What follows belongs to an exercise in optimizing a design on an open flow for small area; a production flow would make more cautious choices. The RTL was checked by simulation tests, not by an equivalence proof against the original design. Power is estimated from default activity; no workload was simulated.

==> flow/design.v (excerpt) <==
module db_top (
    input  logic                         clk,
    input  logic                         rst_n,
    input  logic                         lcu_start_i,
    input  logic [db_pkg::LCU_X_W-1:0]   lcu_x_i,
    input  logic [db_pkg::SAO_W-1:0]     lcu_sao_i,
    input  logic                         seg_valid_i,
    input  logic                         seg_ver_i,
    input  logic                         seg_lcu_edge_i,
    input  logic                         intra_i,
    input  logic                         tu_edge_i,
    input  logic                         pu_edge_i,
    input  logic                         cbf_p_i,
    input  logic                         cbf_q_i,
    input  logic [2*db_pkg::MV_W-1:0]    mv_p_i,
    input  logic [2*db_pkg::MV_W-1:0]    mv_q_i,
    input  logic [db_pkg::QP_W-1:0]      qp_i,
    input  logic [db_pkg::PIX4_W-1:0]    pix_p_i,
    input  logic [db_pkg::PIX4_W-1:0]    pix_q_i,
    output logic                         out_valid_o,
    output logic [db_pkg::BS_W-1:0]      out_bs_o,
    output logic [db_pkg::PIX4_W-1:0]    out_p_o,
    output logic [db_pkg::PIX4_W-1:0]    out_q_o
);
For scale: ~2400 cells after synthesis, roughly 540 flip-flops, roughly 210 I/O pins.
clock: 12.0 ns
lec_check: 0
cap_margin: 20
core_margin: 2
core_utilization: 40
cts_buf_list: sky130_fd_sc_hd__clkbuf_8
cts_cluster_diameter: 60
cts_cluster_size: 16
slew_margin: 20
standard.sh (not shown) runs the stock make flow with config.mk's settings and CLKGATE_MAP_FILE= SYNTH_SCRIPT=/design/flow/synth_recipe.tcl, a recipe that flattens the netlist after the stock synthesis.
==> flow/flow/run.sh <==
#!/bin/bash
set -euo pipefail
bash standard.sh \
    BUFFER_PORTS_ARGS="-buffer_cell sky130_fd_sc_hd__buf_1" \
    RECOVER_POWER=100 \
    finish > make.log 2>&1
The starting point reached the layout checks and failed them: capacitance limit, slew limit.
Edit:
--- a/flow/design.v
+++ b/flow/design.v
@@ -69,31 +69,22 @@
             6'd50: tc10m1_lookup = 8'd179;
             6'd51: tc10m1_lookup = 8'd199;
             6'd52: tc10m1_lookup = 8'd219;
             6'd53, 6'd54, 6'd55, 6'd56, 6'd57, 6'd58, 6'd59, 6'd60, 6'd61, 6'd62, 6'd63: tc10m1_lookup = 8'd239;
             default: tc10m1_lookup = 8'd0;
         endcase
     endfunction
-    logic [MV_W:0] dx_w, dy_w;    
+    logic signed [MV_W:0] dx_w, dy_w;    
     logic                 small_x_w, small_y_w;
     logic                 intra_w;
     logic [QP_W-1:0]      idx_w;
-    function automatic logic [MV_W:0] sub_mv(input logic [MV_W-1:0] a, input logic [MV_W-1:0] b);
-        logic [MV_W:0] ae, be;
-        logic          cy;
-        ae = {a[MV_W-1], a};
-        be = ~{b[MV_W-1], b};
-        cy = 1'b1;
-        for (int n = 0; n <= MV_W; n++) begin
-            sub_mv[n] = ae[n] ^ be[n] ^ cy;
-            cy        = (ae[n] & be[n]) | (cy & (ae[n] ^ be[n]));
-        end
-    endfunction
-    assign dx_w = sub_mv(mv_p_i[MV_W-1:0], mv_q_i[MV_W-1:0]);
-    assign dy_w = sub_mv(mv_p_i[2*MV_W-1:MV_W], mv_q_i[2*MV_W-1:MV_W]);
+    assign dx_w = $signed({mv_p_i[MV_W-1], mv_p_i[MV_W-1:0]})
+                - $signed({mv_q_i[MV_W-1], mv_q_i[MV_W-1:0]});
+    assign dy_w = $signed({mv_p_i[2*MV_W-1], mv_p_i[2*MV_W-1:MV_W]})
+                - $signed({mv_q_i[2*MV_W-1], mv_q_i[2*MV_W-1:MV_W]});
     assign small_x_w = (dx_w[MV_W:2] == '0) || ((dx_w[MV_W:2] == '1) && (dx_w[1:0] != 2'b00));
     assign small_y_w = (dy_w[MV_W:2] == '0) || ((dy_w[MV_W:2] == '1) && (dy_w[1:0] != 2'b00));
     assign intra_w = intra_i && (tu_edge_i || pu_edge_i);
     always_comb begin
         if (intra_w)
             bs_o = 2'd2;
         else if ((tu_edge_i && (cbf_p_i || cbf_q_i)) || (pu_edge_i && !(small_x_w && small_y_w)))
@@ -175,24 +166,15 @@
         end
         always_ff @(posedge clk) begin
             if (start_r && (x_cur_r == i))
                 row_r[i][SAOE_W-2:1] <= cur_r[SAOE_W-2:1];
         end
     end
     assign rd_x_w  = seg_ver_i ? x_prev_r : x_cur_r;
-    logic [TOP_N-1:0]  rd_hot_w;
-    logic [SAOE_W-1:0] rd_w;
-    always_comb begin
-        rd_w = '0;
-        for (int n = 0; n < TOP_N; n++) begin
-            rd_hot_w[n] = (rd_x_w == n);
-            rd_w = rd_w | (row_r[n] & {SAOE_W{rd_hot_w[n]}});
-        end
-    end
-    assign sao_p_o = seg_lcu_edge_i ? rd_w : cur_r;
+    assign sao_p_o = seg_lcu_edge_i ? row_r[rd_x_w] : cur_r;
     assign sao_q_o = cur_r;
 endmodule
 `timescale 1ns/1ps
 import db_pkg::*;
 module db_luma_filter (
     input  logic                       bs_nz_i,      
     input  logic [db_pkg::TC_W-1:0]    tc_i,
What happened: The new run completed, yet does not pass: capacitance limit, slew limit. Area after synthesis went up by a few percent. Setup slack improves by 0.16 ns. Non-clock buffer count went down by 11. Die area rises by a few percent. Clock power decreases by a few percent. Sequential share of layout area falls by 1.1 points. Core utilization decreases by 0.14 points. Routed wire length rose by a little under a tenth. Fmax came out higher slightly. Sequential power hardly moves. Power shrinks slightly. Hold slack is better by 0.013 ns. Register-to-register slack got worse by 0.79 ns.

## separate check: timing with driven ports
The flow's constraints put no driver on any port. The routed layouts listed below were extracted and timed again, unchanged, in two steps. Step 1, drivers: a clkbuf_16 drives clk and a buf_2 each remaining input, both assumed. Step 2 also shifts input and output timing later by t, the mid clock arrival at the registers, as if the neighbouring blocks saw the same clock. Slacks: ideal / step 1 / step 2; pairs: ideal / step 1.
run | shift t [ns] | setup WS [ns] | hold slack, ns | worst setup path at the end | worst register clock-pin slew, ns
the first run | 0.724 | 0.722 / 0.763 / 0.038 | 0.312 / 0.312 / 0.312 | input to register | 0.11 / 0.11
the second run | 0.727 | 0.883 / 0.913 / 0.186 | 0.325 / 0.325 / 0.325 | input to register | 0.11 / 0.11
For the second run, which loses most, drivers alone change the setup slack by +0.030 ns; drivers and shift together by -0.697 ns.
